This is an optimization exercise on Yosys and OpenROAD, whose aim is small area, not a production implementation. In this exercise RTL edits were held to simulation tests only and were not proved equivalent to the original.

== 07-18 ==
// sgd_top
module sgd_top (
    input  wire        clk,
    input  wire        rst_n,
    input  wire        start,
    input  wire [15:0] mini_batch_size,
    input  wire [15:0] number_of_samples,
    input  wire [15:0] number_of_epochs,
    input  wire [4:0]  step_shift,
    input  wire [31:0] sample_features,
    input  wire [31:0] sample_label,
    input  wire        sample_valid,
    output wire        sample_ready,
    output wire [31:0] x_out_data,
    output wire        x_out_valid,
    input  wire        x_out_ready,
    output wire        x_out_last,
    output wire        done
);
clock: 10.0 ns
lec_check: 0
cap_margin: 20
core_margin: 2
core_utilization: 80
slew_margin: 20
standard.sh (not shown) runs the stock make flow with config.mk's settings and CLKGATE_MAP_FILE= SYNTH_SCRIPT=/design/flow/synth_recipe.tcl, a recipe that flattens the netlist after the stock synthesis.
==> flow/flow/run.sh <==
#!/bin/bash
# The standard layout (standard.sh, all its steps), with these changes:
#  - synthesis is synth_recipe.tcl with ABC's logic mapping aimed at area
#    (synth_area.tcl, abc_area.script), and yosys synth's quick ABC pass
#    skipped (-noabc) so the full adders are extracted as written; the
#    registers, their names and cells are those of the standard synthesis;
#  - ports are buffered with sky130_fd_sc_hd__buf_1;
#  - the clock tree uses clkbuf_4 buffers in small clusters, no dummy loads.
# make's output goes to flow_make.log; ORFS's own logs are under orfs/logs.
set -euo pipefail
W="$(cd "$(dirname "$0")/.." && pwd)"
cd "$W"
export FLOW_WORK="$W"
export FLOW_ABC_SCRIPT="$W/flow/abc_area.script"
bash standard.sh \
  SYNTH_SCRIPT="$W/flow/synth_area.tcl" SYNTH_ARGS=-noabc \
  BUFFER_PORTS_ARGS="-buffer_cell sky130_fd_sc_hd__buf_1" \
  CTS_ARGS="-sink_clustering_enable -repair_clock_nets -dont_use_dummy_load -buf_list sky130_fd_sc_hd__clkbuf_4 -sink_clustering_size 10 -sink_clustering_max_diameter 30" \
  finish > "$W/flow_make.log" 2>&1
==> flow/flow/abc_area.script <==
&get -n
&st
&syn2
&dch -f
&nf -a -F 20 -A 20 -E 100
&put
mfs2 -a
&get -n
&st
&dch -f
&nf -a -F 20 -A 20 -E 100
&put
topo
stime -c
==> flow/flow/synth_area.tcl <==
# The standard synthesis (synth_recipe.tcl), with ABC's mapping of the
# logic aimed at area (abc_area.script beside this file) instead of delay.
# Registers, their names and their cells are those of the standard synthesis.
proc abc {args} {
  set i [lsearch -exact $args -script]
  if {$i >= 0} {
    lset args [expr {$i + 1}] $::env(FLOW_ABC_SCRIPT)
  }
  yosys abc {*}$args
}
source $::env(FLOW_WORK)/synth_recipe.tcl
Inputs modified between 07-18 and 08-14:
-- flow/design.v --
<<< 07-18, line 23
    reg         dact;         
    reg         xz;           
    reg         gact, gupd;
    reg         xvalid;       
    reg  [1:0]  widx;
    reg  [15:0] mbs_r, ns_r, ec_r;    
>>> 08-14, line 23
    reg         dact;         
    reg         xz;           
    reg         gact, gupd, gfin;
    reg         xvalid, done_q;    
    reg  [1:0]  widx;
    reg  [15:0] mbs_r, ns_r, ec_r;    
<<< 07-18, line 30
    reg  [4:0]  sh_r;
    reg         rl_s, rl_b;
    reg         bw_s, bw_b, one_s, one_b;
    reg  [31:0] x0, x1, x2, x3;
    reg  [31:0] g0, g1, g2, g3;
>>> 08-14, line 30
    reg  [4:0]  sh_r;
    reg         rl_s, rl_b;
    reg         bw_s, bw_b, bw_e, one_s, one_b, one_e;
    reg  [31:0] x0, x1, x2, x3;
    reg  [31:0] g0, g1, g2, g3;
<<< 07-18, line 40
    reg  [1:0]  dl2;
    reg         dl1;
    reg  [6:0]  lw;               
    reg  [5:0]  cd;               
>>> 08-14, line 40
    reg  [1:0]  dl2;
    reg         dl1;
    reg         sgn;              
    reg  [6:0]  lw;               
    reg  [5:0]  cd;               
<<< 07-18, line 67
    wire tapv = nsh[0] ? dl1      : dv2;
    wire [5:0] phs  = {1'b0, ph} + {1'b0, sh_r};
    wire       L    = phs[5] ? lw[0] : tapv;
    wire [31:0] sf = sample_features;
    wire [7:0]  fa0 = fr[7:0];
>>> 08-14, line 68
    wire tapv = nsh[0] ? dl1      : dv2;
    wire [5:0] phs  = {1'b0, ph} + {1'b0, sh_r};
    wire       L    = phs[5] ? sgn : tapv;
    wire [31:0] sf = sample_features;
    wire [7:0]  fa0 = fr[7:0];
<<< 07-18, line 475
        dl1  <= dv2;
        lw  <= {lw[5:0], L};
        cd  <= fend ? 6'd1 : cd_n;
        cg0 <= fend ? 4'd0 : cg0_n;
>>> 08-14, line 476
        dl1  <= dv2;
        lw  <= {lw[5:0], L};
        if (p31) sgn <= dbit;
        cd  <= fend ? 6'd1 : cd_n;
        cg0 <= fend ? 4'd0 : cg0_n;
<<< 07-18, line 491
        end
    end
    wire final_edge = gact & ~insamp & p31;
    wire xfer = xvalid & x_out_ready;
    always @(posedge clk) begin
>>> 08-14, line 493
        end
    end
    wire final_edge = gact & gfin & p31;
    wire xfer = xvalid & x_out_ready;
    always @(posedge clk) begin
<<< 07-18, line 509
    wire ob   = p0 ? eb : (one_b & ~eb);
    wire ewin = d_on & ph[4] & rl_s;
    wire bwe  = p16 | bw_s;
    wire oe   = p16 ? ec_r[0] : (one_s & ~ec_r[0]);
    wire fin_now = rl_s & oe;
    always @(posedge clk) begin
>>> 08-14, line 511
    wire ob   = p0 ? eb : (one_b & ~eb);
    wire ewin = d_on & ph[4] & rl_s;
    wire bwe  = p16 | bw_e;
    wire oe   = p16 ? ec_r[0] : (one_e & ~ec_r[0]);
    wire fin_now = rl_s & oe;
    always @(posedge clk) begin
<<< 07-18, line 525
        sc_r  <= {cwin ? (es ^ bws) : sc_r[0], sc_r[15:1]};
        bc_r  <= {cwin ? (eb ^ bwb) : bc_r[0], bc_r[15:1]};
        bw_s  <= ph[4] ? (bwe & ~ec_r[0]) : (bws & ~es);
        bw_b  <= bwb & ~eb;
        one_s <= ph[4] ? oe : os;
        one_b <= ob;
    end
    always @(posedge clk) begin
>>> 08-14, line 527
        sc_r  <= {cwin ? (es ^ bws) : sc_r[0], sc_r[15:1]};
        bc_r  <= {cwin ? (eb ^ bwb) : bc_r[0], bc_r[15:1]};
        bw_s  <= bws & ~es;
        bw_b  <= bwb & ~eb;
        bw_e  <= bwe & ~ec_r[0];
        one_s <= os;
        one_b <= ob;
        one_e <= oe;
    end
    always @(posedge clk) begin
<<< 07-18, line 537
            gact    <= 1'b0;
            xvalid  <= 1'b0;
            xz      <= 1'b1;
        end else begin
            ph      <= take_start ? 5'd0 : ph + 5'd1;
            if (take_start) begin
                insamp <= 1'b1;
                xz     <= 1'b1;
                dact   <= 1'b0;
                gact   <= 1'b0;
            end else begin
                dact <= d_on & ~p31;
                if (p31 & insamp) xz <= 1'b0;
                if (p31) begin
                    gact <= d_on;
>>> 08-14, line 541
            gact    <= 1'b0;
            xvalid  <= 1'b0;
            done_q  <= 1'b0;
        end else begin
            ph      <= take_start ? 5'd0 : ph + 5'd1;
            if (take_start) begin
                insamp <= 1'b1;
                done_q <= 1'b0;
                dact   <= 1'b0;
                gact   <= 1'b0;
            end else begin
                dact <= d_on & ~p31;
                if (p31) begin
                    gact <= d_on;
<<< 07-18, line 556
                end else if (xfer & (widx == 2'd3)) begin
                    xvalid <= 1'b0;
                end
            end
>>> 08-14, line 559
                end else if (xfer & (widx == 2'd3)) begin
                    xvalid <= 1'b0;
                    done_q <= 1'b1;
                end
            end
<<< 07-18, line 564
            rl_s <= 1'b1;
            rl_b <= 1'b1;
        end else begin
            if (cwin & p15) begin
                rl_s    <= os;
>>> 08-14, line 568
            rl_s <= 1'b1;
            rl_b <= 1'b1;
            xz   <= 1'b1;
        end else begin
            if (p31) xz <= 1'b0;
            if (cwin & p15) begin
                rl_s    <= os;
<<< 07-18, line 572
        if (p31) begin
            gupd   <= rl_b;
        end
        if (final_edge) widx <= 2'd0;
>>> 08-14, line 578
        if (p31) begin
            gupd   <= rl_b;
            gfin   <= fin_now;
        end
        if (final_edge) widx <= 2'd0;
<<< 07-18, line 580
    assign x_out_valid  = xvalid;
    assign x_out_last   = (widx == 2'd3);
    assign done         = ~run & ~xz;
endmodule
`default_nettype wire
>>> 08-14, line 587
    assign x_out_valid  = xvalid;
    assign x_out_last   = (widx == 2'd3);
    assign done         = done_q;
endmodule
`default_nettype wire
--- outcome ---
08-14: full flow OK, the timing, design-rule and antenna checks passed
Changes observed in 08-14 relative to 07-18: final area saw an increase; portion of the post-synthesis area used by sequential elements climbed 0.43 points; final-stage net count now sits higher; final worst-path cycle share now sits lower.
Between 08-14 and 07-18, it is 08-14 whose number of placed instances with taps included is higher, by 101.
Per the comparison of 08-14 with 07-18, synthesized cell count now sits higher, area growth from synthesis to layout saw a decrease, number of buffers added by the clock tree synthesis step fell 1.
Going from 07-18 to 08-14, cell count along the critical path now larger, utilization comparable, maximum frequency now larger.

==> what the ideal ports hide <==
No port has a modelled driver above. Below, the same layouts with a new extraction and two added sets of constraints. Step 1 assumes that a clkbuf_16 drives the clock port and a buf_2 every other input. Step 2, shift: input delay + t, output delay - t, t = (earliest + latest rising clock arrival at the registers) / 2. This alone moves slack from input paths to output paths. a / b / c = no drivers / after step 1 / after step 2; a / b = the first two.
run | shift t [ns] | slack for setup (ns) | cell pins on the clock port's net
07-18 | 0.707 | 3.299 / 3.299 / 3.299 | 1
08-14 | 0.713 | 3.447 / 3.447 / 3.312 | 1
After both steps every run listed still meets setup and hold. For 08-14, which loses most, drivers alone change the setup slack by 0.000 ns; drivers and shift together by -0.135 ns.
